Background: an optimization exercise with open tools, aiming at small area and a short achievable clock period. Do not read the settings as production practice. Where RTL was checked, it was by simulation tests only, not by an equivalence proof against the original. Only the layout flow was run in run 1; the RTL was not checked for function there. Power figures rest on the tool's default switching activity, not on a simulated workload.

<file path="design/flow/config.mk">
export PLATFORM = sky130hd
export DESIGN_NAME = vga_pixel_fifo
export DESIGN_NICKNAME = vga_pixel_fifo
export VERILOG_FILES = /design/flow/design.v
export SDC_FILE = /design/flow/constraint.sdc
export NUM_CORES = 4
export LEC_CHECK = 0
export CAP_MARGIN = 20
export CORE_MARGIN = 2
export CORE_UTILIZATION = 55
export PLACE_DENSITY = 0.65
export SETUP_SLACK_MARGIN = 1.6
export SLEW_MARGIN = 20
export SYNTH_HIERARCHICAL = 1
export SYNTH_MINIMUM_KEEP_SIZE = 0
</file>
<file path="design/flow/constraint.sdc">
create_clock -name core_clock -period 3.3 [get_ports {clk}]
set_input_delay 0.6600 -clock core_clock [delete_from_list [all_inputs] [get_ports {clk}]]
set_output_delay 0.6600 -clock core_clock [all_outputs]
set_load 0.01 [all_outputs]
</file>
<file path="design/flow/design.v">
module vga_pixel_fifo #(
    parameter  int WIDTH     = 24,
    parameter  int DEPTH     = 64,
    parameter  int AF_THRESH = 48,
    localparam int AW        = $clog2(DEPTH),
    localparam int LW        = AW + 1,
    localparam int NS        = DEPTH,
    localparam int NA        = 8,
    localparam int NB        = NS / NA
) (
    input  logic             clk,
    input  logic             rst,
    input  logic             flush,
    input  logic             wr_en,
    input  logic [WIDTH-1:0] wr_data,
    input  logic             rd_en,
    output logic [WIDTH-1:0] pixel_out,
    output logic             fifo_empty,
    output logic             fifo_full,
    output logic             almost_full,
    output logic [LW-1:0]    level,
    output logic             overflow,
    output logic             underflow
);
    logic [WIDTH-1:0] mem_r [NS];
    logic [NA-1:0]    wr_a_r;        
    logic [NB-1:0]    wr_b_r;        
    logic [NS-1:0]    rd_sel_r;      
    logic [LW-1:0]    level_r;
    logic [WIDTH-1:0] head_r;
    logic             empty_r;       
    logic             full_r;        
    logic             ne_r;          
    logic             nf_r;          
    logic             low_r;         
    logic             ge2_r;         
    logic             mid_r;         
    logic             almost_full_r;
    logic             overflow_r;
    logic             underflow_r;
    logic             pop_s;
    logic             push_s;
    logic             mem_we_s;
    logic             head_we_s;
    logic             up_s;
    logic             dn_s;
    logic [LW-1:0]    level_next_s;
    logic [WIDTH-1:0] rd_data_s;
    always_comb begin
        pop_s     = rd_en & ne_r;
        push_s    = wr_en & (nf_r | rd_en);
        mem_we_s  = wr_en & (rd_en ? ge2_r : mid_r);
        head_we_s = ne_r ? rd_en : wr_en;
        up_s      = push_s & ~pop_s;
        dn_s      = pop_s & ~push_s;
        if (up_s)      level_next_s = level_r + LW'(1);
        else if (dn_s) level_next_s = level_r - LW'(1);
        else           level_next_s = level_r;
    end
    for (genvar b = 0; b < WIDTH; b++) begin : g_rd
        logic [NS-1:0] d_x;
        logic [7:0]    l2;           
        logic [3:0]    l3_n;         
        for (genvar k = 0; k < NS; k++) begin : g_d
            assign d_x[k] = mem_r[k][b];
        end
        for (genvar j = 0; j < 8; j++) begin : g_l2
            vga_pixel_fifo_ao8 u_ao (.s(rd_sel_r[8*j +: 8]), .d(d_x[8*j +: 8]), .y(l2[j]));
        end
        for (genvar j = 0; j < 4; j++) begin : g_l3
            vga_pixel_fifo_nor2 u_nor (.a(l2[2*j]), .b(l2[2*j+1]), .y(l3_n[j]));
        end
        vga_pixel_fifo_nand4 u_l4 (
            .a(l3_n[0]), .b(l3_n[1]), .c(l3_n[2]), .d(l3_n[3]), .y(rd_data_s[b]));
    end
    always_ff @(posedge clk) begin
        for (int i = 0; i < NS; i++) begin
            if (wr_a_r[i % NA] && wr_b_r[i / NA]) begin
                mem_r[i] <= wr_data;
            end
        end
    end
    always_ff @(posedge clk or negedge rst) begin
        if (!rst) begin
            head_r <= {WIDTH{1'b0}};
        end else if (head_we_s) begin
            head_r <= low_r ? wr_data : rd_data_s;
        end
    end
    always_ff @(posedge clk or negedge rst) begin
        if (!rst) begin
            wr_a_r        <= NA'(1);
            wr_b_r        <= NB'(1);
            rd_sel_r      <= NS'(1);
            level_r       <= {LW{1'b0}};
            empty_r       <= 1'b1;
            full_r        <= 1'b0;
            ne_r          <= 1'b0;
            nf_r          <= 1'b1;
            low_r         <= 1'b1;
            ge2_r         <= 1'b0;
            mid_r         <= 1'b0;
            almost_full_r <= 1'b0;
            overflow_r    <= 1'b0;
            underflow_r   <= 1'b0;
        end else if (flush) begin
            wr_a_r        <= NA'(1);
            wr_b_r        <= NB'(1);
            rd_sel_r      <= NS'(1);
            level_r       <= {LW{1'b0}};
            empty_r       <= 1'b1;
            full_r        <= 1'b0;
            ne_r          <= 1'b0;
            nf_r          <= 1'b1;
            low_r         <= 1'b1;
            ge2_r         <= 1'b0;
            mid_r         <= 1'b0;
            almost_full_r <= 1'b0;
            overflow_r    <= 1'b0;
            underflow_r   <= 1'b0;
        end else begin
            if (mem_we_s) begin
                wr_a_r <= {wr_a_r[NA-2:0], wr_a_r[NA-1]};
                if (wr_a_r[NA-1]) wr_b_r <= {wr_b_r[NB-2:0], wr_b_r[NB-1]};
            end
            if (rd_en & ge2_r) rd_sel_r <= {rd_sel_r[NS-2:0], rd_sel_r[NS-1]};
            level_r       <= level_next_s;
            empty_r       <= (level_next_s == LW'(0));
            full_r        <= (level_next_s == LW'(DEPTH));
            ne_r          <= (level_next_s != LW'(0));
            nf_r          <= (level_next_s != LW'(DEPTH));
            low_r         <= (level_next_s <= LW'(1));
            ge2_r         <= (level_next_s >= LW'(2));
            mid_r         <= (level_next_s != LW'(0)) && (level_next_s != LW'(DEPTH));
            almost_full_r <= (level_next_s >= LW'(AF_THRESH));
            overflow_r    <= overflow_r | (wr_en & ~nf_r & ~rd_en);
            underflow_r   <= underflow_r | (rd_en & ~ne_r);
        end
    end
    assign pixel_out   = head_r;
    assign fifo_empty  = empty_r;
    assign fifo_full   = full_r;
    assign almost_full = almost_full_r;
    assign level       = level_r;
    assign overflow    = overflow_r;
    assign underflow   = underflow_r;
endmodule
module vga_pixel_fifo_ao8 (
    input  logic [7:0] s,
    input  logic [7:0] d,
    output logic       y
);
    assign y = |(s & d);
endmodule
module vga_pixel_fifo_nand4 (
    input  logic a, b, c, d,
    output logic y
);
    assign y = ~(a & b & c & d);
endmodule
module vga_pixel_fifo_nor2 (
    input  logic a, b,
    output logic y
);
    assign y = ~(a | b);
endmodule
</file>
<file path="design/flow/flow/run.sh">
#!/bin/bash
# Standard ORFS layout, with two changes:
#  - clock tree: no dummy loads, sink clusters of 25 within 80 um;
#  - port buffers: buf_4, not the default pick (a slow delay buffer).
set -euo pipefail
export CTS_ARGS="-sink_clustering_enable -repair_clock_nets -dont_use_dummy_load -sink_clustering_size 25 -sink_clustering_max_diameter 80"
export BUFFER_PORTS_ARGS="-buffer_cell sky130_fd_sc_hd__buf_4"
bash standard.sh > standard.log 2>&1
</file>
<file path="design/flow/standard.sh">
#!/bin/bash
# synth_recipe.tcl (not shown) runs the flow's synth.tcl, then flattens the netlist and writes it again
# the make line also repeats each setting of config.mk as NAME=value (left out here)
make -C /OpenROAD-flow-scripts/flow DESIGN_CONFIG=/design/flow/config.mk WORK_HOME=/design/flow/orfs CLKGATE_MAP_FILE= SYNTH_SCRIPT=/design/flow/synth_recipe.tcl "${@:-finish}"
</file>
==> reports/results.tsv, run 1 <==
stage	metric	value	unit
status	status	finished clean	
route	wl	172000	µm
synth	synth.distinct_cells	53	
synth	yosysWarnings	8	
clocking	clock_path_buffers	3	
layout	nets	3695	
timing	finalHoldViolCount	0	
place	portBuffers	64	
place	preCtsSetupSlack	0.437	ns
synth	postSynthRegisterBits	1657	
clocking	cts_buffers	77	
timing	setup_ws	1.10	ns
clocking	cts_sinks	1657	
route	drtIter0Drc	5079	
critical_path	cp-start-kind	register	
floorplan	ios	65	
global_route	grt_use_total	30.7	%
synth	synth-seq-area-share	83.0	%
place	gp_congestion	0.839	
route	firstDrtPassIters	8	
floorplan	die_h	332	µm
critical_path	path_cells	buf_4, a22oi_2, nand4_1, nor2_4, nand4_1, mux2i_1, o21ai_1	
synth	synth-edff-count	1536	
critical_path	cp_num_buf_inv	1	
global_route	grt_pass1_vias	33200	
power_and_ir_drop	total_power	0.0361	W
critical_path	worst-path-max-fanout	4	
hold_path	min_path_type	in -> reg	
clocking	insertion_delay	0.68	ns
critical_path	crit_top_cell	nand4_1	
timing	fin_hold_ws	0.430	ns
timing	finalSetupTns	0	ns
timing	relSlewSlack	35.9	%
critical_path	cp_top_family	simple AND/OR/NAND/NOR gates	
route	wl_per_cell	33.9	µm
critical_path	end_kind	register	
critical_path	crit_slowest_cell	dfrtp_4	
timing	fin_worst_skew	0.0605	ns
clocking	htreeDepth	3	
flow_run	max_cap_viol_count	0	
place	hpwl	94700	µm
synth	synth_cells	3212	
clocking	clockRootBuffer	clkbuf_16	
timing	period_share	66.8	%
power_and_ir_drop	powerDensity	533	nW/µm²
timing	fmax	454	MHz
floorplan	start_util	55.4	%
critical_path	slowest_delay	0.55	ns
critical_path	critPathKind	reg -> reg	
timing	min_period	2.20	ns
global_route	antenna_found_initial	13	
synth	syn_nets	3243	
synth	synth_largest_area_cell	edfxtp_1	
floorplan	dieWidth	332	µm
synth	netlist_top_cells_area	edfxtp_1 (78%), a22oi_1 (9.7%), dfrtp_1 (4.9%), nand4_1 (2.3%), nand2_1 (0.99%)	
floorplan	rows	120	
global_route	grt_max_degree	66	
synth	ys.flop_type	edfxtp_1	
timing	final_max_slew_viol_count	0	
place	placed_area	62500	µm²
floorplan	core	107000	µm²
synth	yosysTopAreaCellShare	77.9	%
synth	netlist_area	59200	µm²
power_and_ir_drop	irDropWorstVdd	0.000389	V
timing	tightest_slew	0.961	ns
layout	area_growth	14.4	%
route	drc_errors	0	
timing	finalSetupViolCount	0	
timing	rsz0062_at_grt	true	
critical_path	required	3.78	ns
global_route	grt_pass1_wl	242000	µm
floorplan	die-area	110000	µm²
layout	fin_area	67800	µm²
synth	synth.avg_cell_area	18.4	µm²
global_route	grt-ovfl-total	0	
route	drtAntennaViolNets	0	
clocking	path_clk_slew	0.09	ns
critical_path	arrival	2.68	ns
power_and_ir_drop	leakage	21.4	nW
layout	mostFrequentLayoutCells	edfxtp_1 (1536), a22oi_1 (702), buf_4 (277), nand4_1 (218), nand2_1 (156)	
layout	drive_above_1_share	20.4	%
synth	synthArstFlopShare	7.30	%
route	viasPerCell	6.82	
layout	final_common_cell	edfxtp_1	
route	num_vias	34600	
clocking	cts_tree	done	
## sequential cells by signal (all words and copies together), names as in the netlist
name and count:
ne_r 1, head_r 24, ge2_r 1, full_r 1, rd_sel_r 64, overflow_r 1
almost_full_r 1, wr_b_r 8, mem_r 1536, nf_r 1, empty_r 1, low_r 1
underflow_r 1, level_r 7, mid_r 1, wr_a_r 8
## modules after synthesis, one instance, submodules excluded
module	cells inside	times used	cell area, µm²	flip-flops and latches
vga_pixel_fifo	2132	1	51800	1657
vga_pixel_fifo_ao8	5	192	36.3	0
vga_pixel_fifo_nand4	1	24	6.26	0
vga_pixel_fifo_nor2	1	96	3.75	0
## cells in the mapped netlist, drive strengths merged, types with 3 or more instances
master	instances
xnor2	3
o211ai	3
dfrtp	115
mux2i	40
nand4	218
inv	3
buf	11
edfxtp	1536
clkbuf	26
nand3	4
nor2	120
nand2	157
o21ai	27
a22oi	768
and2	66
a21oi	71
dfstp	6
## stage by stage
stage	std cells	utilization, %
detailed placement	4788	58.5
global route	5066	63.4
global placement	4788	58.5
finish	5071	63.4
floorplan	3212	-
CTS	5021	62.7
## routing by layer
layer  vias to the layer above  part of all wire (%)  track usage [%]
met2                      2174                    47             48.9
met4                         8                   3.4             9.27
met5                         -                 0.034                0
met3                       284                    12             6.31
met1                     17800                    38             43.4
li1                      14300                     -                -
## area by class of cell
type	count	area, µm²
Multi-Input combinational cell	1516	10800
Inverter	3	11.3
Tap cell	1403	1760
Clock buffer	77	1930
Fill cell	7331	39100
Timing Repair Buffer	409	3840
Antenna cell	6	15.0
Sequential cell	1657	49400
## timing repair
item,in CTS,in global routing
hold buffers,1,0
buffers inserted,154,43
cloned,1,1
endpoints found under the hold margin,32,0
endpoints found under the setup margin,125,428
gates resized for setup,357,94
pin swaps,130,82
## cell families (layout without fill, tap and decap cells)
group                    count (synthesis)  in the layout  share of synthesized area, %
flip-flops                            1657           1657                          83.0
AND/OR/NAND/NOR                        586            587                          5.10
adder cells (fa/ha/maj)                  2              2                        0.0422
XOR/XNOR                                 4              4                        0.0592
AO/OA/AOI/OAI                          883            883                          10.8
buffers and inverters                   40            489                         0.291
other                                    0              6                             0
multiplexers                            40             40                         0.676
## tightest hold or removal path, delay by kind of cell
kind / cells / cell delay (ns)
AOI/OAI and AO/OA: 1 / 0.16
buffers and inverters: 1 / 0.20
and+or+nand+nor: 1 / 0.05
## power by group
group / switching, W / internal [W] / total [W]
clock: 0.00597 / 0.00419 / 0.0102
combinational: 0.00146 / 0.000829 / 0.00228
sequential: 0.000492 / 0.0232 / 0.0237
total: 0.00791 / 0.0282 / 0.0361
## final timing paths
kind                         startpoint           end  slack, ns  cells after the start
max                        rd_sel_r[24]     head_r[3]       1.10                      7
min                               wr_en    overflow_r       0.43                      3
max reg2reg                rd_sel_r[24]     head_r[3]       1.10                      7
min reg2reg                   head_r[0]     head_r[0]       0.53                      2
max in group asynchronous           rst  rd_sel_r[62]       1.88                      3
min in group asynchronous           rst   rd_sel_r[9]       0.47                      2
==> inputs of run 2 (changes only) <==
--- a/design/flow/design.v
+++ b/design/flow/design.v
@@ -46,5 +46,7 @@
     logic             dn_s;
     logic [LW-1:0]    level_next_s;
-    logic [WIDTH-1:0] rd_data_s;
+    logic             head_rd_s;     
+    logic [WIDTH-1:0] head_oth_s;    
+    logic [WIDTH-1:0] head_next_s;
     always_comb begin
         pop_s     = rd_en & ne_r;
@@ -52,4 +54,6 @@
         mem_we_s  = wr_en & (rd_en ? ge2_r : mid_r);
         head_we_s = ne_r ? rd_en : wr_en;
+        head_rd_s = rd_en & ge2_r;
+        head_oth_s = (head_we_s & low_r) ? wr_data : head_r;
         up_s      = push_s & ~pop_s;
         dn_s      = pop_s & ~push_s;
@@ -71,6 +75,6 @@
             vga_pixel_fifo_nor2 u_nor (.a(l2[2*j]), .b(l2[2*j+1]), .y(l3_n[j]));
         end
-        vga_pixel_fifo_nand4 u_l4 (
-            .a(l3_n[0]), .b(l3_n[1]), .c(l3_n[2]), .d(l3_n[3]), .y(rd_data_s[b]));
+        vga_pixel_fifo_hmux u_l4 (
+            .a(l3_n), .s(head_rd_s), .o(head_oth_s[b]), .y(head_next_s[b]));
     end
     always_ff @(posedge clk) begin
@@ -84,6 +88,6 @@
         if (!rst) begin
             head_r <= {WIDTH{1'b0}};
-        end else if (head_we_s) begin
-            head_r <= low_r ? wr_data : rd_data_s;
+        end else begin
+            head_r <= head_next_s;
         end
     end
@@ -153,10 +157,4 @@
     assign y = |(s & d);
 endmodule
-module vga_pixel_fifo_nand4 (
-    input  logic a, b, c, d,
-    output logic y
-);
-    assign y = ~(a & b & c & d);
-endmodule
 module vga_pixel_fifo_nor2 (
     input  logic a, b,
@@ -165,2 +163,10 @@
     assign y = ~(a | b);
 endmodule
+module vga_pixel_fifo_hmux (
+    input  logic [3:0] a,
+    input  logic       s,
+    input  logic       o,
+    output logic       y
+);
+    assign y = s ? ~(&a) : o;
+endmodule
--- a/design/flow/config.mk
+++ b/design/flow/config.mk
@@ -8,6 +8,6 @@
 export CAP_MARGIN = 20
 export CORE_MARGIN = 2
-export CORE_UTILIZATION = 55
-export PLACE_DENSITY = 0.65
+export CORE_UTILIZATION = 68
+export PLACE_DENSITY = 0.78
 export SETUP_SLACK_MARGIN = 1.6
 export SLEW_MARGIN = 20
==> reports/results.tsv, run 2 <==
stage	metric	value	unit	change
status	status	finished clean		
clocking	clockRootBuffer	clkbuf_16		
synth	synthArstFlopShare	7.30	%	unchanged
clocking	holdBufCountCts	0		-1
synth	synth_top_family_by_area	compound AO/OA/AOI/OAI gates		
critical_path	critPathKind	reg -> reg		
clocking	clock_path_buffers	3		unchanged
synth	synth_mux_area_share	0.729	%	+0.053 points
global_route	grt_use_total	37.6	%	+6.9 points
place	preCtsSetupSlack	0.710	ns	+0.273 ns
synth	synth_xor_area_share	0.0590	%	-0.00012 points
clocking	htreeDepth	3		unchanged
route	firstDrtPassIters	7		-1
critical_path	worst-path-max-fanout	7		+3
critical_path	rr_endpoint	head_r[10]		
timing	setup_ws	1.21	ns	+0.115 ns
route	drtIter0Drc	6413		+26%
critical_path	required	3.83	ns	+0.05 ns
route	num_vias	35700		+3.1%
power_and_ir_drop	leakage	21.2	nW	-0.85%
clocking	cts_buffers	76		-1.3%
timing	relSlewSlack	40.3	%	+4.4 points
timing	min_period	2.09	ns	-0.115 ns
synth	synth-edff-count	1536		unchanged
synth	postSynthRegisterBits	1657		unchanged
clocking	cts_sinks	1657		unchanged
flow_run	max_cap_viol_count	0		unchanged
synth	synth.distinct_cells	45		-15%
synth	netlist_top_cells_area	edfxtp_1 (78%), a22oi_1 (9.7%), dfrtp_1 (4.8%), nand4_1 (2.1%), nor2_1 (0.91%)		
timing	rsz0062_at_grt	true		
timing	finalHoldViolCount	0		unchanged
synth	synth.avg_cell_area	18.5	µm²	+0.36%
hold_path	min_path_type	in -> async		
synth	yosysWarnings	8		unchanged
clocking	cts_tree	done		
layout	top_regs	mem_r: 1536 flops, rd_sel_r: 64 flops, head_r: 24 flops		
synth	synth_cells	3207		-0.16%
synth	synthSimpleGateAreaFrac	5.14	%	+0.038 points
synth	synth_most_common_cell	edfxtp_1		
synth	synth_largest_area_cell	edfxtp_1		
synth	synth-seq-area-share	82.8	%	-0.17 points
global_route	grt_pass1_vias	34200		+3.1%
floorplan	die-area	89700	µm²	-19%
timing	finalSetupViolCount	0		unchanged
place	hpwl	85900	µm	-9.3%
floorplan	die_h	299	µm	-9.9%
timing	final_max_slew_viol_count	0		unchanged
place	gp_congestion	0.857		+2.1%
global_route	grt_pass1_wl	239000	µm	-1.1%
timing	period_share	63.3	%	-3.5 points
timing	tightest_slew	0.896	ns	-0.0654 ns
clocking	insertion_delay	0.66	ns	-0.02 ns
floorplan	core	86600	µm²	-19%
route	viasPerCell	7.47		+9.6%
timing	fmax	479	MHz	+5.5%
critical_path	arrival	2.62	ns	-0.06 ns
power_and_ir_drop	irDropWorstVdd	0.000519	V	+33%
layout	final_common_cell	edfxtp_1		
synth	yosys.area_share.adder	0.0422	%	-0.000085 points
critical_path	critical_path.startpoint	rd_sel_r[53]		
route	drc_errors	0		unchanged
synth	yosysTopAreaCellShare	77.7	%	-0.16 points
layout	nets	3643		-1.4%
synth	ys.flop_type	edfxtp_1		
synth	synth_compound_area_share	11.0	%	+0.12 points
synth	netlist_area	59400	µm²	+0.20%
critical_path	r2r_start	rd_sel_r[53]		
route	wl_per_cell	35.8	µm	+5.5%
global_route	grt_max_degree	113		+71%
route	drtAntennaViolNets	0		unchanged
floorplan	ios	65		unchanged
layout	mostFrequentLayoutCells	edfxtp_1 (1536), a22oi_1 (663), buf_4 (209), nand4_1 (195), nand2_1 (134)		
global_route	grt-ovfl-total	0		unchanged
timing	finalSetupTns	0	ns	unchanged
floorplan	dieWidth	299	µm	-9.9%
critical_path	cp-start-kind	register		
synth	syn_nets	3238		-0.15%
layout	largest_reg_flops	1536		unchanged
power_and_ir_drop	total_power	0.0367	W	+1.5%
layout	top_register	mem_r		
critical_path	end_kind	register		
critical_path	r2r_setup_slack	1.21	ns	+0.12 ns
place	portBuffers	64		unchanged
clocking	path_clk_slew	0.10	ns	about the same
layout	drive_above_1_share	22.7	%	+2.3 points
place	placed_area	62200	µm²	-0.54%
global_route	antenna_found_initial	12		-1
route	wl	171000	µm	-0.73%
layout	area_growth	14.2	%	
critical_path	worstRegToRegCells	7		unchanged
layout	fin_area	67800	µm²	about the same
floorplan	start_util	68.5	%	+13 points
timing	fin_worst_skew	0.0300	ns	-0.0306 ns
floorplan	rows	108		-10%
power_and_ir_drop	powerDensity	541	nW/µm²	+1.5%
synth	synth_common_cells	edfxtp_1 (1536), a22oi_1 (769), nand4_1 (195)		
-- run 2: changes by cell type in the layout (fill, tap and decap cells not counted), sizes merged, moves of 3 or more --
| cell | before | now |
|---|---|---|
| and4 | 0 | 24 |
| nor2 | 120 | 144 |
| nand4 | 218 | 195 |
| buf | 407 | 355 |
| mux2 | 0 | 26 |
| nand2 | 157 | 137 |
| nand3 | 4 | 1 |
| mux2i | 40 | 14 |
| o21ai | 27 | 5 |
| a21oi | 71 | 98 |
-- run 2: worst max-delay path: stages (launching register included) --
cell     delay, ns
dfrtp_4       0.58
buf_6         0.16
buf_16        0.12
a22oi_2       0.17
nand4_1       0.33
nor2_4        0.27
and4_4        0.25
a21oi_2       0.06
-- run 2: logic make-up after synthesis --
logic type / Yosys count
adder cells (fa/ha/maj): 2
XOR/XNOR: 4
buffers and inverters: 36
multiplexers: 40
AND/OR/NAND/NOR: 584
flip-flops: 1657
AO/OA/AOI/OAI: 884
-- run 2: how the worst max path moves through the flow --
| stage | to | slack (ns) | depth (start not counted) |
|---|---|---|---|
| global route | head_r[10] | 1.17 | 7 |
| finish | head_r[10] | 1.21 | 7 |
| global placement | head_r[22] | 0.73 | 6 |
| detailed placement | head_r[22] | 0.71 | 5 |
| floorplan | full_r | 1.41 | 5 |
| CTS | pixel_out[22] | 1.27 | 1 |
-- run 2: repair_timing --
item	in CTS	in global routing
pin swaps	131	140
gates cloned	5	2
setup buffers	150	40
endpoints found under the setup margin	788	164
gates resized for setup	383	116
-- run 2: metal layers --
layer,part of all wire [%],GRT usage [%]
met2,46,57.6
met4,5.1,16.2
met5,0.042,0
met1,33,53.4
met3,16,8.62
-- run 2: layout make-up --
type / count / area, µm²
repair buffers: 358 / 3740
diodes: 5 / 12.5
clock buffers: 76 / 1900
well taps: 1155 / 1450
flip-flops and latches: 1657 / 49400
inverters: 5 / 21.3
fillers: 4216 / 18800
multi-input cells: 1514 / 11300
-- run 2: metrics by stage --
step	utilization (%)	cells	hold slack (ns)
2_1_floorplan	-	3207	0.364
3_3_place_gp	71.7	4491	0.483
3_5_place_dp	71.8	4492	0.509
4_1_cts	77.1	4723	0.0511
5_1_grt	78.3	4765	0.0932
6_report	78.3	4770	0.0354
-- run 2: power by group --
part | switching (W) | internal (W)
combinational | 0.00169 | 0.00112
sequential | 0.000577 | 0.0232
clock | 0.00591 | 0.00414
-- run 2: Yosys stat by module (local to each module, per instance) --
module / area (µm²) / times used / cells
vga_pixel_fifo_hmux: 21.3 / 24 / 3
vga_pixel_fifo: 51500 / 1 / 2079
vga_pixel_fifo_ao8: 36.3 / 192 / 5
vga_pixel_fifo_nor2: 3.75 / 96 / 1
==> inputs of run 3 (changes only) <==
--- a/design/flow/config.mk
+++ b/design/flow/config.mk
@@ -8,7 +8,7 @@
 export CAP_MARGIN = 20
 export CORE_MARGIN = 2
-export CORE_UTILIZATION = 68
-export PLACE_DENSITY = 0.78
-export SETUP_SLACK_MARGIN = 1.6
+export CORE_UTILIZATION = 62
+export PLACE_DENSITY = 0.72
+export SETUP_SLACK_MARGIN = 1.7
 export SLEW_MARGIN = 20
 export SYNTH_HIERARCHICAL = 1
==> reports/results.tsv, run 3 <==
stage	metric	value	unit	change
timing	fin_worst_skew	0.0625	ns	+0.0326 ns
clocking	htreeDepth	3		unchanged
route	wl_per_cell	35.0	µm	-2.2%
timing	tightest_slew	1.18	ns	+0.281 ns
global_route	grt_pass1_wl	238000	µm	-0.63%
layout	nets	3685		+1.2%
timing	relSlewSlack	21.5	%	-19 points
global_route	grt_max_degree	83		-27%
floorplan	die-area	98200	µm²	+9.5%
critical_path	cp-start-kind	register		
status	status	finished clean		
timing	setup_ws	1.20	ns	-0.0132 ns
critical_path	r2r_setup_slack	1.20	ns	about the same
route	drtAntennaViolNets	0		unchanged
floorplan	ios	65		unchanged
timing	min_period	2.10	ns	+0.0132 ns
layout	area_growth	15.5	%	
clocking	path_clk_slew	0.10	ns	about the same
layout	stdcell_count	4920		+3.1%
synth	synth_common_cells	edfxtp_1 (1536), a22oi_1 (769), nand4_1 (195)		
timing	finalSetupTns	0	ns	unchanged
route	num_vias	35500		-0.47%
timing	finalSetupViolCount	0		unchanged
global_route	antenna_found_initial	18		+6
layout	largest_reg_flops	1536		unchanged
flow_run	max_cap_viol_count	0		unchanged
synth	synth_most_common_cell	edfxtp_1		
timing	fmax	476	MHz	-0.63%
critical_path	required	3.85	ns	+0.02 ns
clocking	cts_sinks	1657		unchanged
place	gp_congestion	0.874		+2.1%
global_route	grt_use_total	34.2	%	-3.5 points
timing	final_max_slew_viol_count	0		unchanged
synth	netlist_area	59400	µm²	unchanged
floorplan	rows	113		+4.6%
route	wl	172000	µm	+0.90%
place	placed_area	62500	µm²	+0.46%
layout	final_common_cell	edfxtp_1		
clocking	cts_tree	done		
floorplan	core	94900	µm²	+9.5%
route	firstDrtPassIters	8		+1
synth	synthArstFlopShare	7.30	%	unchanged
clocking	clockRootBuffer	clkbuf_16		
synth	synth.avg_cell_area	18.5	µm²	unchanged
timing	rsz0062_at_grt	true		
synth	yosysTopAreaCellShare	77.7	%	unchanged
layout	top_regs	mem_r: 1536 flops, rd_sel_r: 64 flops, head_r: 24 flops		
place	preCtsSetupSlack	0.629	ns	-0.0814 ns
layout	drive_above_1_share	24.1	%	+1.4 points
clocking	cts_buffers	77		+1.3%
floorplan	die_h	313	µm	+4.7%
critical_path	critPathKind	reg -> reg		
synth	postSynthRegisterBits	1657		unchanged
synth	synth_largest_area_cell	edfxtp_1		
clocking	insertion_delay	0.67	ns	about the same
critical_path	arrival	2.65	ns	+0.03 ns
layout	top_register	mem_r		
power_and_ir_drop	leakage	21.5	nW	+1.2%
place	dp.cells	4618		+2.8%
synth	synth_cells	3207		unchanged
clocking	holdBufCountCts	0		unchanged
route	viasPerCell	7.21		-3.5%
clocking	clock_path_buffers	3		unchanged
timing	period_share	63.7	%	+0.40 points
layout	fin_area	68500	µm²	+1.1%
critical_path	worst-path-max-fanout	5		-2
route	drtIter0Drc	5897		-8.0%
synth	synth-edff-count	1536		unchanged
synth	ys.flop_type	edfxtp_1		
synth	yosysWarnings	8		unchanged
power_and_ir_drop	powerDensity	537	nW/µm²	-0.82%
global_route	grt-ovfl-total	0		unchanged
place	portBuffers	64		unchanged
hold_path	min_path_type	in -> async		
route	drc_errors	0		unchanged
synth	netlist_top_cells_area	edfxtp_1 (78%), a22oi_1 (9.7%), dfrtp_1 (4.8%), nand4_1 (2.1%), nor2_1 (0.91%)		
synth	synth.distinct_cells	45		unchanged
timing	finalHoldViolCount	0		unchanged
layout	mostFrequentLayoutCells	edfxtp_1 (1536), a22oi_1 (647), buf_4 (219), nand4_1 (195), nand2_1 (134)		
floorplan	start_util	62.6	%	-6.0 points
synth	syn_nets	3238		unchanged
synth	synth-seq-area-share	82.8	%	unchanged
critical_path	end_kind	register		
place	hpwl	90400	µm	+5.3%
layout	utilization	72.2	%	-6.0 points
floorplan	dieWidth	313	µm	+4.7%
global_route	grt_pass1_vias	33500		-2.0%
power_and_ir_drop	irDropWorstVdd	0.000580	V	+12%
[run 3: cell types whose count changed in the layout (fill, tap and decap cells not counted), moves of 4 or more]
cell and change:
dfrtp_4 +5, and2_1 -4, a22oi_2 +16, dfrtp_2 -5
buf_4 +10, nor2_2 -9, buf_6 +32, a22oi_1 -16
nor2_1 +8
[run 3: worst max-delay path, cell delays in order (launching register included)]
cell       delay, ns
dfrtp_4         0.58
buf_4           0.18
clkbuf_16       0.16
a22oi_2         0.22
nand4_1         0.23
nor2_4          0.29
and4_1          0.25
a21oi_2         0.06
[run 3: worst paths after layout]
| path | from | to | depth (start not counted) |
|---|---|---|---|
| min in group core_clock | wr_en | overflow_r | 3 |
| min | rst | full_r | 1 |
| max | rd_sel_r[32] | head_r[4] | 7 |
| min reg2reg | wr_b_r[0] | wr_b_r[1] | 2 |
| max in group asynchronous | rst | head_r[12] | 2 |
| max reg2reg | rd_sel_r[32] | head_r[4] | 7 |
[run 3: area by class of cell]
| cell class | count | area, µm² |
|---|---|---|
| flip-flops and latches | 1657 | 49400 |
| fillers | 5448 | 26300 |
| multi-input cells | 1515 | 11400 |
| repair buffers | 396 | 4090 |
| clock buffers | 77 | 1930 |
| well taps | 1265 | 1580 |
| inverters | 5 | 45.0 |
| repair inverters | 2 | 22.5 |
| diodes | 3 | 7.51 |
[run 3: logic make-up (layout without fill, tap and decap cells)]
family                     after synthesis  after routing  synth area share, %
buffers and inverters                   36            480                0.251
muxes                                   40             40                0.729
xor gates and xnor gates                 4              4               0.0590
adders and majority gates                2              2               0.0422
other                                    0              3                    0
and+or+nand+nor                        584            585                 5.14
AOI/OAI and AO/OA                      884            884                 11.0
DFF                                   1657           1657                 82.8
[run 3: routing by layer]
layer	part of all wire (%)	track usage [%]	wire [µm]	vias to the layer above
met4	4.7	13.3	8080	18
met3	13	7.79	23100	437
li1	-	-	-	14300
met5	0.085	0	146	-
met1	35	48.2	60200	18100
met2	47	52.9	80700	2714
[run 3: Yosys stat by module (local to each module, per instance)]
module / flip-flops and latches / cells inside / area [µm²]
vga_pixel_fifo_nor2: 0 / 1 / 3.75
vga_pixel_fifo_ao8: 0 / 5 / 36.3
vga_pixel_fifo_hmux: 0 / 3 / 21.3
vga_pixel_fifo: 1657 / 2079 / 51500
[run 3: power by group]
part	internal, W	leakage, nW	total (W)	switching, W
Combinational	0.00114	5.24	0.00280	0.00166
Clock	0.00419	0.949	0.0102	0.00597
Sequential	0.0232	15.3	0.0238	0.000563
Total	0.0286	21.5	0.0368	0.00820
[run 3: what timing repair did]
item | 4_1_cts | 5_1_grt
setup endpoints to repair | 1135 | 196
cloned | 3 | 6
pin swaps | 147 | 147
gates resized for setup | 397 | 162
buffers inserted | 166 | 47
[run 3: through the flow]
| stage | hold WS, ns | power [W] |
|---|---|---|
| after global routing | 0.0359 | 0.0375 |
| after CTS | 0.0247 | 0.0365 |
| final | 0.00376 | 0.0368 |
| after global placement | 0.483 | 0.0263 |
| after floorplan | 0.364 | 0.0250 |
| after detailed placement | 0.534 | 0.0264 |
==> inputs of run 4 (changes only) <==
--- a/design/flow/design.v
+++ b/design/flow/design.v
@@ -27,4 +27,5 @@
     logic [NB-1:0]    wr_b_r;        
     logic [NS-1:0]    rd_sel_r;      
+    logic [NS-1:0]    rd_sel2_r;     
     logic [LW-1:0]    level_r;
     logic [WIDTH-1:0] head_r;
@@ -63,4 +64,6 @@
     end
     for (genvar b = 0; b < WIDTH; b++) begin : g_rd
+        logic [NS-1:0] s_x;
+        assign s_x = (b < WIDTH / 2) ? rd_sel_r : rd_sel2_r;
         logic [NS-1:0] d_x;
         logic [7:0]    l2;           
@@ -70,5 +73,5 @@
         end
         for (genvar j = 0; j < 8; j++) begin : g_l2
-            vga_pixel_fifo_ao8 u_ao (.s(rd_sel_r[8*j +: 8]), .d(d_x[8*j +: 8]), .y(l2[j]));
+            vga_pixel_fifo_ao8 u_ao (.s(s_x[8*j +: 8]), .d(d_x[8*j +: 8]), .y(l2[j]));
         end
         for (genvar j = 0; j < 4; j++) begin : g_l3
@@ -97,4 +100,5 @@
             wr_b_r        <= NB'(1);
             rd_sel_r      <= NS'(1);
+            rd_sel2_r     <= NS'(1);
             level_r       <= {LW{1'b0}};
             empty_r       <= 1'b1;
@@ -112,4 +116,5 @@
             wr_b_r        <= NB'(1);
             rd_sel_r      <= NS'(1);
+            rd_sel2_r     <= NS'(1);
             level_r       <= {LW{1'b0}};
             empty_r       <= 1'b1;
@@ -128,5 +133,8 @@
                 if (wr_a_r[NA-1]) wr_b_r <= {wr_b_r[NB-2:0], wr_b_r[NB-1]};
             end
-            if (rd_en & ge2_r) rd_sel_r <= {rd_sel_r[NS-2:0], rd_sel_r[NS-1]};
+            if (rd_en & ge2_r) begin
+                rd_sel_r  <= {rd_sel_r[NS-2:0], rd_sel_r[NS-1]};
+                rd_sel2_r <= {rd_sel2_r[NS-2:0], rd_sel2_r[NS-1]};
+            end
             level_r       <= level_next_s;
             empty_r       <= (level_next_s == LW'(0));
--- a/design/flow/config.mk
+++ b/design/flow/config.mk
@@ -7,8 +7,9 @@
 export LEC_CHECK = 0
 export CAP_MARGIN = 20
+export CORE_ASPECT_RATIO = 0.5
 export CORE_MARGIN = 2
 export CORE_UTILIZATION = 62
 export PLACE_DENSITY = 0.72
-export SETUP_SLACK_MARGIN = 1.7
+export SETUP_SLACK_MARGIN = 1.6
 export SLEW_MARGIN = 20
 export SYNTH_HIERARCHICAL = 1
==> reports/results.tsv, run 4 <==
stage	metric	value	unit	change
status	status	finished clean		
clocking	insertion_delay	0.69	ns	+0.02 ns
power_and_ir_drop	power_frac_clock	27.6	%	about the same
synth	synth-edff-count	1536		unchanged
layout	final-seq-area	50900	µm²	+3.1%
critical_path	critPathKind	reg -> reg		
layout	fillers	6036		+11%
layout	largest_reg_flops	1536		unchanged
route	firstDrtPassIters	6		-2
synth	synth.distinct_cells	55		+22%
power_and_ir_drop	irDropWorstVdd	0.000429	V	-26%
floorplan	core	98300	µm²	+3.6%
global_route	grt_use_total	30.1	%	-4.1 points
flow_run	max_cap_viol_count	0		unchanged
synth	synth_largest_area_cell	edfxtp_1		
global_route	grt_pass1_wl	223000	µm	-6.2%
layout	top_register	mem_r		
timing	finalSetupViolCount	0		unchanged
synth	netlist_top_cells_area	edfxtp_1 (75%), a22oi_1 (9.3%), dfrtp_1 (7.2%), nand4_1 (2.0%), nand2_1 (1.6%)		
critical_path	cp.depth	6		-1
layout	utilization	70.7	%	-1.6 points
synth	synth_cells	3485		+8.7%
place	preCtsSetupSlack	0.854	ns	+0.225 ns
layout	nets	3837		+4.1%
critical_path	worst-path-max-fanout	7		+2
critical_path	cp_top_family	simple AND/OR/NAND/NOR gates		
layout	final_common_cell	edfxtp_1		
synth	ys.flop_type	edfxtp_1		
timing	rsz0062_at_grt	true		
place	hpwl	87800	µm	-2.9%
power_and_ir_drop	internal_power	0.0296	W	+3.5%
critical_path	cp_num_buf_inv	1		-1
layout	mostFrequentLayoutCells	edfxtp_1 (1536), a22oi_1 (706), nand2_1 (260), nand4_1 (194), buf_4 (183)		
timing	relSlewSlack	47.6	%	+26 points
synth	postSynthRegisterBits	1721		+3.9%
floorplan	rows	81		-28%
synth	syn_nets	3516		+8.6%
route	num_vias	35300		-0.42%
critical_path	required	3.91	ns	+0.06 ns
route	drc_errors	0		unchanged
place	dp.cells	4910		+6.3%
floorplan	ios	65		unchanged
clocking	cts_sinks	1721		+3.9%
timing	min_period	2.03	ns	-0.0685 ns
critical_path	path_cells	inv_2, ha_4, nor3b_4, or3_4, a221oi_4, and4bb_1		
critical_path	cp-start-kind	register		
clocking	path_clk_slew	0.10	ns	about the same
clocking	cts_tree	done		
critical_path	r2r_start	level_r[1]		
clocking	cts_buffers	78		+1.3%
global_route	grt_max_degree	76		-8.4%
floorplan	start_util	63.0	%	+0.40 points
synth	synth.avg_cell_area	17.8	µm²	-4.0%
power_and_ir_drop	swShare	21.8	%	-0.50 points
global_route	grt-ovfl-total	0		unchanged
critical_path	rr_endpoint	full_r		
critical_path	crit_slowest_cell	dfrtp_2		
synth	synthArstFlopShare	10.7	%	+3.4 points
clocking	clock_path_buffers	3		unchanged
power_and_ir_drop	p_seq_share	64.4	%	-0.3 points
route	viasPerCell	6.88		-4.6%
floorplan	die-area	103000	µm²	+4.4%
layout	top_regs	mem_r: 1536 flops, rd_sel2_r: 64 flops, rd_sel_r: 64 flops		
timing	fin_worst_skew	0.0310	ns	-0.0315 ns
timing	period_share	61.6	%	-2.1 points
timing	final_max_slew_viol_count	0		unchanged
clocking	clockRootBuffer	clkbuf_16		
floorplan	die_h	227	µm	-27%
critical_path	arrival	2.65	ns	about the same
hold_path	min_path_type	in -> reg		
critical_path	slowest_delay	0.48	ns	-0.10 ns
power_and_ir_drop	leakage	21.8	nW	+1.6%
global_route	antenna_found_initial	12		-6
critical_path	worstRegToRegCells	6		-1
timing	fmax	492	MHz	+3.4%
place	portBuffers	64		unchanged
layout	drive_above_1_share	19.2	%	-4.9 points
synth	yosysWarnings	8		unchanged
timing	finalHoldViolCount	0		unchanged
global_route	grt_pass1_vias	33600		+0.19%
synth	synth-seq-area-share	82.0	%	-0.81 points
critical_path	endpoint	full_r		
layout	stdcell_count	5136		+4.4%
timing	setup_ws	1.27	ns	+0.0685 ns
timing	tightest_slew	0.787	ns	-0.391 ns
layout	area_growth	12.3	%	
route	wl	156000	µm	-9.5%
route	wl_per_cell	30.3	µm	-13%
power_and_ir_drop	combPwrFrac	8.0	%	+0.4 points
power_and_ir_drop	switchingPower	0.00825	W	+0.52%
critical_path	r2r_setup_slack	1.27	ns	+0.07 ns
critical_path	end_kind	register		
synth	netlist_area	61900	µm²	+4.3%
clocking	htreeDepth	3		unchanged
route	drtIter0Drc	5101		-13%
synth	yosysTopAreaCellShare	74.5	%	-3.2 points
critical_path	critical_path.startpoint	level_r[1]		
synth	synth_most_common_cell	edfxtp_1		
power_and_ir_drop	powerDensity	544	nW/µm²	+1.4%
synth	synth_common_cells	edfxtp_1 (1536), a22oi_1 (768), nand2_1 (262)		
route	drtAntennaViolNets	0		unchanged
floorplan	dieWidth	451	µm	+44%
layout	multi_input_area	12100	µm²	+5.6%
place	gp_congestion	0.855		-2.2%
timing	finalSetupTns	0	ns	unchanged
==> run 4: cell types whose count changed after synthesis, sizes merged, moves of 2 or more <==
| cell | previous run | this run |
|---|---|---|
| nand2 | 137 | 262 |
| dfrtp | 115 | 178 |
| a21oi | 98 | 158 |
| clkbuf | 18 | 39 |
| nand3 | 1 | 4 |
| a21o | 0 | 2 |
| and3b | 0 | 2 |
| nand2b | 2 | 0 |
| nand3b | 1 | 3 |
| o21ai | 5 | 3 |
| or2b | 0 | 2 |
==> run 4: metrics by stage <==
step / hold WS (ns) / area (µm²) / power [W]
6_report: 0.394 / 69500 / 0.0378
4_1_cts: 0.346 / 68800 / 0.0376
3_3_place_gp: 0.481 / 64700 / 0.0269
5_1_grt: 0.385 / 69500 / 0.0387
3_5_place_dp: 0.500 / 64700 / 0.0270
2_1_floorplan: 0.364 / 62100 / 0.0259
==> run 4: what timing repair did <==
action,CTS,global route
setup endpoints to repair,620,327
setup buffers,104,33
pin swaps,105,92
hold endpoints to repair,24,0
resized for setup,355,90
gates cloned,6,0
hold buffers,1,0
==> run 4: tightest hold or removal path, stage by stage <==
cell and delay [ns]:
buf_4 0.19, a21oi_1 0.14, nor2_1 0.04
==> run 4: how the worst min path moves through the flow <==
stage	slack [ns]	depth (start not counted)	end	start
detailed placement	0.50	2	overflow_r	overflow_r
global placement	0.48	2	underflow_r	underflow_r
finish	0.39	3	overflow_r	wr_en
CTS	0.35	3	overflow_r	wr_en
floorplan	0.36	0	almost_full_r	rst
global route	0.39	3	overflow_r	wr_en
==> run 4: layout make-up <==
class / count / share of cell area [%]
Antenna cell: 4 / 0.0144
Inverter: 4 / 0.0450
Timing Repair Buffer: 289 / 4.04
Tap cell: 1328 / 2.39
Sequential cell: 1721 / 73.3
Multi-Input combinational cell: 1712 / 17.4
Clock buffer: 78 / 2.81
==> run 4: power groups by stage <==
stage	clock (W)	sequential [W]	combinational, W
CTS	0.0105	0.0243	0.00280
detailed placement	0	0.0248	0.00225
global placement	0	0.0247	0.00218
finish	0.0104	0.0243	0.00303
global route	0.0112	0.0244	0.00316
floorplan	0	0.0247	0.00119
==> run 4: cell families (layout without fill, tap and decap cells) <==
| logic type | after synthesis | count (layout) | synth area share, % |
|---|---|---|---|
| flip-flops | 1721 | 1721 | 82.0 |
| AO/OA/AOI/OAI | 946 | 946 | 11.0 |
| AND/OR/NAND/NOR | 715 | 720 | 5.76 |
| buffers and inverters | 57 | 371 | 0.400 |
| multiplexers | 40 | 40 | 0.697 |
| XOR/XNOR | 4 | 4 | 0.0566 |
| adder cells (fa/ha/maj) | 2 | 2 | 0.0404 |
| other | 0 | 4 | 0 |
==> run 4: per-layer routing <==
layer / part of all wire [%] / track usage, % / vias up
li1: - / - / 14900
met1: 39 / 43.0 / 18200
met2: 46 / 46.0 / 2009
met3: 13 / 9.62 / 216
met4: 2.1 / 6.65 / 6
met5: 0.030 / 0 / -
==> run 4: modules after synthesis (local to each module, per instance) <==
module / area (µm²) / flip-flops and latches / cells inside / copies in the design
vga_pixel_fifo_hmux: 21.3 / 0 / 3 / 24
vga_pixel_fifo_ao8: 36.3 / 0 / 5 / 192
vga_pixel_fifo_nor2: 3.75 / 0 / 1 / 96
vga_pixel_fifo: 54100 / 1721 / 2357 / 1
==> inputs of run 5 (changes only) <==
--- a/design/flow/config.mk
+++ b/design/flow/config.mk
@@ -7,8 +7,7 @@
 export LEC_CHECK = 0
 export CAP_MARGIN = 20
-export CORE_ASPECT_RATIO = 0.5
 export CORE_MARGIN = 2
-export CORE_UTILIZATION = 62
-export PLACE_DENSITY = 0.72
+export CORE_UTILIZATION = 55
+export PLACE_DENSITY = 0.65
 export SETUP_SLACK_MARGIN = 1.6
 export SLEW_MARGIN = 20
==> reports/results.tsv, run 5 <==
stage	metric	value	unit	change
synth	synth_common_cells	edfxtp_1 (1536), a22oi_1 (768), nand2_1 (262)		
synth	yosysTopAreaCellShare	74.5	%	unchanged
timing	relSlewSlack	43.7	%	-3.9 points
route	drc_errors	0		unchanged
layout	drive_above_1_share	23.5	%	+4.3 points
global_route	grt_max_degree	74		-2.6%
floorplan	die-area	115000	µm²	+12%
floorplan	dieWidth	339	µm	-25%
layout	mostFrequentLayoutCells	edfxtp_1 (1536), a22oi_1 (642), nand2_1 (260), buf_4 (243), nand4_1 (194)		
critical_path	end_kind	output port		
layout	top_regs	mem_r: 1536 flops, rd_sel2_r: 64 flops, rd_sel_r: 64 flops		
timing	finalHoldViolCount	0		unchanged
critical_path	arrival	1.33	ns	-1.32 ns
clocking	insertion_delay	0.69	ns	about the same
synth	synth_largest_area_cell	edfxtp_1		
place	portBuffers	64		unchanged
power_and_ir_drop	leakage	22.1	nW	+1.6%
clocking	path_clk_slew	0.09	ns	about the same
clocking	clockRootBuffer	clkbuf_16		
floorplan	ios	65		unchanged
synth	synthArstFlopShare	10.7	%	unchanged
route	num_vias	35500		+0.47%
critical_path	cp-start-kind	register		
clocking	cts_tree	done		
hold_path	min_path_type	in -> reg		
route	drtIter0Drc	4666		-8.5%
timing	final_max_slew_viol_count	0		unchanged
power_and_ir_drop	total_power	0.0380	W	+0.51%
timing	tightest_slew	0.845	ns	+0.0582 ns
clocking	cts_buffers	78		unchanged
timing	fin_worst_skew	0.0395	ns	+0.00851 ns
layout	nets	3912		+2.0%
floorplan	core	112000	µm²	+14%
timing	min_period	1.99	ns	-0.0451 ns
hold_path	whs_endpoint	level_r[0]		
synth	netlist_area	61900	µm²	unchanged
synth	netlist_top_cells_area	edfxtp_1 (75%), a22oi_1 (9.3%), dfrtp_1 (7.2%), nand4_1 (2.0%), nand2_1 (1.6%)		
critical_path	r2r_start	level_r[1]		
global_route	grt_pass1_wl	240000	µm	+7.6%
global_route	grt_use_total	28.7	%	-1.4 points
critical_path	worstRegToRegCells	6		unchanged
synth	synth_cells	3485		unchanged
place	hpwl	88800	µm	+1.1%
hold_path	hp-start	flush		
place	gp_congestion	0.802		-6.2%
global_route	grt_pass1_vias	33700		+0.55%
clocking	htreeDepth	3		unchanged
power_and_ir_drop	irDropWorstVdd	0.000479	V	+12%
route	wl_per_cell	31.1	µm	+2.5%
timing	period_share	60.3	%	-1.4 points
synth	yosysWarnings	8		unchanged
critical_path	slowest_delay	0.55	ns	+0.07 ns
critical_path	required	2.64	ns	-1.27 ns
route	viasPerCell	6.60		-4.1%
synth	synth_most_common_cell	edfxtp_1		
synth	synth.avg_cell_area	17.8	µm²	unchanged
critical_path	path_cells	buf_6		
route	drtAntennaViolNets	0		unchanged
floorplan	rows	123		+52%
critical_path	cp_top_family	flip-flops		
layout	area_growth	14.3	%	
floorplan	die_h	339	µm	+49%
synth	synth.distinct_cells	55		unchanged
global_route	grt-ovfl-total	0		unchanged
critical_path	r2r_setup_slack	1.32	ns	+0.05 ns
critical_path	crit_slowest_cell	dfstp_2		
global_route	antenna_found_initial	13		+1
clocking	clock_path_buffers	3		unchanged
hold_path	hold_depth	2		-1
synth	synth-edff-count	1536		unchanged
critical_path	cp.depth	1		-5
power_and_ir_drop	powerDensity	537	nW/µm²	-1.3%
layout	final_common_cell	edfxtp_1		
status	status	finished clean		
timing	finalSetupTns	0	ns	unchanged
critical_path	rr_endpoint	low_r		
layout	largest_reg_flops	1536		unchanged
critical_path	cp_num_buf_inv	1		unchanged
flow_run	max_cap_viol_count	0		unchanged
synth	syn_nets	3516		unchanged
route	wl	167000	µm	+7.4%
timing	fmax	503	MHz	+2.3%
route	firstDrtPassIters	5		-1
critical_path	worst-path-max-fanout	1		-6
synth	ys.flop_type	edfxtp_1		
synth	synth-seq-area-share	82.0	%	unchanged
floorplan	start_util	55.2	%	-7.7 points
layout	top_register	mem_r		
clocking	cts_sinks	1721		unchanged
timing	finalSetupViolCount	0		unchanged
timing	rsz0062_at_grt	true		
synth	postSynthRegisterBits	1721		unchanged
critical_path	critPathKind	reg -> out		
run 5: cell counts after synthesis:
No cell type changed its count.
run 5: where the power goes:
group	total (W)	switching (W)	leakage (nW)	internal (W)
clock network	0.0105	0.00625	0.961	0.00425
logic	0.00308	0.00184	5.11	0.00123
registers	0.0244	0.000395	16.1	0.0240
run 5: kinds of logic (layout without fill, tap and decap cells):
group           Yosys count  after routing  share of synthesized area, %
flops                  1721           1721                          82.0
compound gates          946            946                          11.0
simple gates            715            720                          5.76
buf+inv                  57            446                         0.400
mux                      40             40                         0.697
xor+xnor                  4              4                        0.0566
fa+ha+maj                 2              2                        0.0404
other cells               0              3                             0
run 5: layer usage:
layer / global-route usage [%] / up-vias / wire length (µm)
met3: 3.89 / 265 / 14600
li1: - / 15100 / -
met1: 41.3 / 18500 / 65800
met2: 46.5 / 1699 / 81600
met5: 0 / - / 129
met4: 8.05 / 14 / 5300
run 5: through the flow:
step                      cells  instance area, µm²  setup slack (ns)  utilization (%)  hold slack (ns)
after floorplan            3485               62100              1.31                -            0.364
after global placement     5075               64900             0.874             57.9            0.480
after detailed placement   5075               64900             0.790             57.9            0.504
after CTS                  5337               69900              1.27             62.4            0.378
after global routing       5379               70700              1.27             63.1            0.401
final                      5382               70700              1.31             63.1            0.396
run 5: worst max path at each step:
stage	startpoint	to	slack, ns
6_report	empty_r	fifo_empty	1.31
5_1_grt	nf_r	low_r	1.27
3_5_place_dp	rd_en	rd_sel2_r[32]	0.79
3_3_place_gp	rd_en	rd_sel_r[32]	0.87
4_1_cts	empty_r	fifo_empty	1.27
2_1_floorplan	wr_en	head_r[10]	1.31
run 5: area by class of cell:
type                            instances  area, µm²
Antenna cell                            3       7.51
Clock buffer                           78       1950
Fill cell                            7917      41300
Inverter                                4       31.3
Multi-Input combinational cell       1712      12300
Sequential cell                      1721      51000
Tap cell                             1500       1880
Timing Repair Buffer                  363       3490
Timing Repair inverter                  1       8.76
run 5: what timing repair did:
action | 4_1_cts | 5_1_grt
cloned | 6 | 1
endpoints found under the hold margin | 55 | 0
setup endpoints to repair | 500 | 80
pin swaps | 194 | 145
setup buffers | 177 | 41
hold buffers | 1 | 0
gates resized for setup | 437 | 137
run 5: worst reg2reg max path: stages, from the launching register on:
cell	delay (ns)
dfrtp_2	0.46
inv_2	0.08
ha_4	0.17
nor3b_4	0.15
or3_4	0.35
a221oi_4	0.43
a41o_1	0.28
run 5: per-module statistics from Yosys, one instance, submodules excluded:
module               cells inside  copies in the design
vga_pixel_fifo_ao8              5                   192
vga_pixel_fifo_hmux             3                    24
vga_pixel_fifo               2357                     1
vga_pixel_fifo_nor2             1                    96
==> inputs of run 6 (changes only) <==
--- a/design/flow/design.v
+++ b/design/flow/design.v
@@ -47,19 +47,43 @@
     logic             dn_s;
     logic [LW-1:0]    level_next_s;
+    logic             empty_next_s;
+    logic             low_next_s;
+    logic             full_next_s;
+    logic             mid_next_s;
+    logic             af_next_s;
     logic             head_rd_s;     
     logic [WIDTH-1:0] head_oth_s;    
     logic [WIDTH-1:0] head_next_s;
     always_comb begin
-        pop_s     = rd_en & ne_r;
+        pop_s     = rd_en & ~empty_r;
         push_s    = wr_en & (nf_r | rd_en);
         mem_we_s  = wr_en & (rd_en ? ge2_r : mid_r);
-        head_we_s = ne_r ? rd_en : wr_en;
+        head_we_s = empty_r ? wr_en : rd_en;
         head_rd_s = rd_en & ge2_r;
         head_oth_s = (head_we_s & low_r) ? wr_data : head_r;
-        up_s      = push_s & ~pop_s;
-        dn_s      = pop_s & ~push_s;
-        if (up_s)      level_next_s = level_r + LW'(1);
-        else if (dn_s) level_next_s = level_r - LW'(1);
-        else           level_next_s = level_r;
+        up_s      = wr_en & (rd_en ? empty_r : nf_r);
+        dn_s      = rd_en & ~empty_r & ~wr_en;
+        if (up_s) begin
+            level_next_s = level_r + LW'(1);
+            empty_next_s = 1'b0;
+            low_next_s   = empty_r;
+            full_next_s  = (level_r == LW'(DEPTH - 1));
+            mid_next_s   = (level_r != LW'(DEPTH - 1));
+            af_next_s    = (level_r >= LW'(AF_THRESH - 1));
+        end else if (dn_s) begin
+            level_next_s = level_r - LW'(1);
+            empty_next_s = (level_r == LW'(1));
+            low_next_s   = (level_r <= LW'(2));
+            full_next_s  = 1'b0;
+            mid_next_s   = (level_r >= LW'(2));
+            af_next_s    = (level_r >= LW'(AF_THRESH + 1));
+        end else begin
+            level_next_s = level_r;
+            empty_next_s = empty_r;
+            low_next_s   = low_r;
+            full_next_s  = full_r;
+            mid_next_s   = mid_r;
+            af_next_s    = almost_full_r;
+        end
     end
     for (genvar b = 0; b < WIDTH; b++) begin : g_rd
@@ -138,18 +162,18 @@
             end
             level_r       <= level_next_s;
-            empty_r       <= (level_next_s == LW'(0));
-            full_r        <= (level_next_s == LW'(DEPTH));
-            ne_r          <= (level_next_s != LW'(0));
-            nf_r          <= (level_next_s != LW'(DEPTH));
-            low_r         <= (level_next_s <= LW'(1));
-            ge2_r         <= (level_next_s >= LW'(2));
-            mid_r         <= (level_next_s != LW'(0)) && (level_next_s != LW'(DEPTH));
-            almost_full_r <= (level_next_s >= LW'(AF_THRESH));
-            overflow_r    <= overflow_r | (wr_en & ~nf_r & ~rd_en);
-            underflow_r   <= underflow_r | (rd_en & ~ne_r);
+            empty_r       <= empty_next_s;
+            full_r        <= full_next_s;
+            ne_r          <= ~empty_next_s;
+            nf_r          <= ~full_next_s;
+            low_r         <= low_next_s;
+            ge2_r         <= ~low_next_s;
+            mid_r         <= mid_next_s;
+            almost_full_r <= af_next_s;
+            overflow_r    <= overflow_r | (wr_en & full_r & ~rd_en);
+            underflow_r   <= underflow_r | (rd_en & empty_r);
         end
     end
     assign pixel_out   = head_r;
-    assign fifo_empty  = empty_r;
+    assign fifo_empty  = ~ne_r;
     assign fifo_full   = full_r;
     assign almost_full = almost_full_r;
--- a/design/flow/config.mk
+++ b/design/flow/config.mk
@@ -10,5 +10,5 @@
 export CORE_UTILIZATION = 55
 export PLACE_DENSITY = 0.65
-export SETUP_SLACK_MARGIN = 1.6
+export SETUP_SLACK_MARGIN = 1.8
 export SLEW_MARGIN = 20
 export SYNTH_HIERARCHICAL = 1
==> reports/results.tsv, run 6 <==
stage	metric	value	unit	change
clocking	cts_buffers	79		+1.3%
timing	finalSetupViolCount	0		unchanged
timing	period_share	60.3	%	about the same
synth	synth_cells	3503		+0.52%
critical_path	crit_slowest_cell	dfrtp_2		
synth	synth-edff-count	1536		unchanged
synth	synthArstFlopShare	10.7	%	unchanged
critical_path	cp.depth	1		unchanged
critical_path	cp_num_buf_inv	1		unchanged
power_and_ir_drop	power_frac_clock	29.3	%	+1.7 points
critical_path	required	2.64	ns	about the same
power_and_ir_drop	powerDensity	509	nW/µm²	-5.3%
floorplan	ios	65		unchanged
timing	final_max_slew_viol_count	0		unchanged
synth	synth.avg_cell_area	17.7	µm²	-0.42%
clocking	insertion_delay	0.69	ns	about the same
floorplan	start_util	55.3	%	about the same
route	num_vias	36500		+2.8%
power_and_ir_drop	irDropWorstVdd	0.000341	V	-29%
timing	min_period	1.99	ns	+0.00136 ns
clocking	clockRootBuffer	clkbuf_16		
synth	synth.distinct_cells	49		-11%
power_and_ir_drop	total_power	0.0362	W	-4.7%
timing	finalHoldViolCount	0		unchanged
critical_path	r2r_start	rd_sel2_r[62]		
layout	final_common_cell	edfxtp_1		
floorplan	die_h	340	µm	about the same
status	status	finished clean		
critical_path	arrival	1.33	ns	about the same
critical_path	cp_top_family	flip-flops		
synth	netlist_top_cells_area	edfxtp_1 (74%), a22oi_1 (9.3%), dfrtp_1 (7.2%), nand4_1 (1.9%), nand2_1 (1.6%)		
floorplan	rows	123		unchanged
power_and_ir_drop	switchingPower	0.00752	W	-11%
global_route	grt_pass1_wl	248000	µm	+3.3%
timing	rsz0062_at_grt	true		
layout	mostFrequentLayoutCells	edfxtp_1 (1536), a22oi_1 (679), nand2_1 (253), nand4_1 (192), buf_4 (163)		
clocking	clock_path_buffers	3		unchanged
clocking	cts_sinks	1721		unchanged
synth	yosysTopAreaCellShare	74.5	%	about the same
synth	netlist_area	61900	µm²	about the same
synth	synth_common_cells	edfxtp_1 (1536), a22oi_1 (769), nand2_1 (262)		
synth	synth-seq-area-share	81.9	%	about the same
timing	tightest_slew	1.01	ns	+0.168 ns
floorplan	core	112000	µm²	unchanged
critical_path	cp-start-kind	register		
power_and_ir_drop	swShare	20.8	%	-1.6 points
synth	ys.flop_type	edfxtp_1		
place	hpwl	90900	µm	+2.4%
layout	fillers	7818		-1.3%
global_route	grt_use_total	29.8	%	+1.1 points
global_route	antenna_found_initial	5		-8
place	gp_congestion	0.825		+2.8%
critical_path	worstRegToRegCells	6		unchanged
layout	top_register	mem_r		
timing	fmax	503	MHz	about the same
clocking	htreeDepth	3		unchanged
global_route	grt_max_degree	162		+120%
critical_path	path_cells	buf_6		
route	firstDrtPassIters	6		+1
route	wl_per_cell	32.5	µm	+4.4%
clocking	path_clk_slew	0.10	ns	about the same
critical_path	slowest_delay	0.50	ns	-0.05 ns
flow_run	max_cap_viol_count	0		unchanged
synth	synth_most_common_cell	edfxtp_1		
power_and_ir_drop	leakage	22.3	nW	+0.83%
power_and_ir_drop	combPwrFrac	4.3	%	-3.8 points
synth	postSynthRegisterBits	1721		unchanged
layout	top_regs	mem_r: 1536 flops, rd_sel2_r: 64 flops, rd_sel_r: 64 flops		
layout	area_growth	14.8	%	
power_and_ir_drop	p_seq_share	66.4	%	+2.1 points
route	drtIter0Drc	5510		+18%
clocking	cts_tree	done		
global_route	grt_pass1_vias	34300		+1.6%
critical_path	end_kind	output port		
route	viasPerCell	6.75		+2.3%
floorplan	die-area	115000	µm²	about the same
timing	relSlewSlack	32.5	%	-11 points
critical_path	r2r_setup_slack	1.32	ns	about the same
critical_path	rr_endpoint	head_r[17]		
synth	yosysWarnings	8		unchanged
place	portBuffers	64		unchanged
layout	nets	3942		+0.77%
layout	drive_above_1_share	24.0	%	+0.50 points
timing	fin_worst_skew	0.0635	ns	+0.0239 ns
synth	synth_largest_area_cell	edfxtp_1		
global_route	grt-ovfl-total	0		unchanged
route	drtAntennaViolNets	0		unchanged
critical_path	critPathKind	reg -> out		
synth	syn_nets	3536		+0.57%
power_and_ir_drop	internal_power	0.0287	W	-2.8%
hold_path	min_path_type	in -> async		
route	drc_errors	0		unchanged
timing	finalSetupTns	0	ns	unchanged
route	wl	176000	µm	+5.0%
critical_path	worst-path-max-fanout	2		+1
layout	largest_reg_flops	1536		unchanged
floorplan	dieWidth	340	µm	about the same
[run 6: cell count changes after synthesis, sizes merged, moves of 3 or more]
cell    previous run  this run
a32oi              0         3
clkbuf            39        43
inv                4        10
mux2              25        30
nor2             144       147
nor3               1         7
[run 6: worst max path at each step]
stage,startpoint,to,slack [ns]
after floorplan,rd_en,level_r[3],1.29
after global placement,wr_en,head_r[0],0.87
after detailed placement,wr_en,head_r[6],0.85
after CTS,head_r[11],pixel_out[11],1.29
after global routing,head_r[11],pixel_out[11],1.29
final,head_r[20],pixel_out[20],1.31
[run 6: modules after synthesis, one instance, submodules excluded]
module	cells inside	cell area, µm²	times used
vga_pixel_fifo_ao8	5	36.3	192
vga_pixel_fifo	2375	54100	1
vga_pixel_fifo_hmux	3	21.3	24
vga_pixel_fifo_nor2	1	3.75	96
[run 6: routing by layer]
layer,wire length (µm),vias up,global-route usage (%)
met2,81000,2135,45.2
met1,69900,18900,44.6
met3,19100,275,5.29
li1,-,15200,-
met4,5610,6,8.95
met5,39,-,0
[run 6: kinds of logic (layout without fill, tap and decap cells)]
kind of cell,after synthesis,in the layout,synth area share [%]
buffers and inverters,66,447,0.434
DFF,1721,1721,81.9
and+or+nand+nor,720,742,5.72
xor gates and xnor gates,1,1,0.0141
AOI/OAI and AO/OA,945,946,11.0
muxes,46,46,0.810
other,0,2,0
adders and majority gates,4,4,0.0808
[run 6: per-stage QoR]
stage,cell area [µm²],util (%),instances,hold WS [ns],setup slack (ns)
2_1_floorplan,62300,-,3503,0.364,1.29
3_3_place_gp,64800,57.8,5076,0.484,0.865
3_5_place_dp,64800,57.8,5076,0.506,0.850
4_1_cts,69800,62.3,5329,0.0204,1.29
5_1_grt,71100,63.5,5407,0.0353,1.29
6_report,71100,63.5,5409,0.000849,1.31
[run 6: repair_timing]
item                                    in CTS  in global routing
pin swaps                                  163                116
endpoints found under the setup margin    1675                514
hold buffers                                 0                  0
cloned                                      25                  4
buffers inserted                           149                 74
gates resized for setup                    527                139
[run 6: power by group through the flow]
stage | clock network [W] | logic [W] | registers [W]
2_1_floorplan | 0 | 0.000459 | 0.0244
3_3_place_gp | 0 | 0.00120 | 0.0245
3_5_place_dp | 0 | 0.00123 | 0.0245
4_1_cts | 0.0107 | 0.00147 | 0.0240
5_1_grt | 0.0114 | 0.00163 | 0.0241
6_report | 0.0106 | 0.00155 | 0.0240
[run 6: area by class of cell]
type	count	area [µm²]	share of cell area (%)
Sequential cell	1721	51000	71.7
Inverter	10	53.8	0.0756
Timing Repair Buffer	356	3810	5.36
Timing Repair inverter	2	20.0	0.0281
Tap cell	1500	1880	2.64
Multi-Input combinational cell	1739	12400	17.4
Antenna cell	2	5.00	0.00704
Clock buffer	79	1980	2.78

## separate check: timing with driven ports
Ports are ideal in the flow. The routed layouts listed here were re-timed in OpenROAD.
Step 1 assumes that a clkbuf_16 drives the clock port and a buf_2 every other input.
Step 2 moves the port delays by t, midway between the first and last clock arrival at a register: inputs arrive t later, outputs are due t later. That takes back most of the time a late clock gives input paths.
a / b / c = ideal ports / drivers / drivers and shift; a / b = the first two.
| run | shift t [ns] | setup WS [ns] | hold slack, ns | slew at the worst register clock pin (ns) | worst data-port slew with drivers (ns) |
|---|---|---|---|---|---|
| run 1 | 0.728 | 1.096 / 1.096 / 0.964 | 0.430 / 0.379 / 0.530 | 0.10 / 0.10 | 0.08 |
| run 2 | 0.722 | 1.211 / 1.205 / 0.962 | 0.035 / 0.006 / 0.593 | 0.10 / 0.10 | 0.12 |
| run 3 | 0.716 | 1.198 / 1.198 / 0.910 | 0.004 / -0.017 / 0.649 | 0.10 / 0.10 | 0.06 |
| run 4 | 0.740 | 1.267 / 1.253 / 0.808 | 0.394 / 0.354 / 0.542 | 0.10 / 0.10 | 0.14 |
| run 5 | 0.748 | 1.312 / 1.238 / 0.804 | 0.396 / 0.352 / 0.537 | 0.10 / 0.10 | 0.05 |
| run 6 | 0.737 | 1.310 / 1.232 / 1.056 | 0.001 / -0.027 / 0.556 | 0.11 / 0.11 | 0.06 |
After both steps setup and hold are still met in every run listed. The setup slack of run 5, which loses most, moves by -0.074 ns with the drivers and by -0.508 ns with both steps.
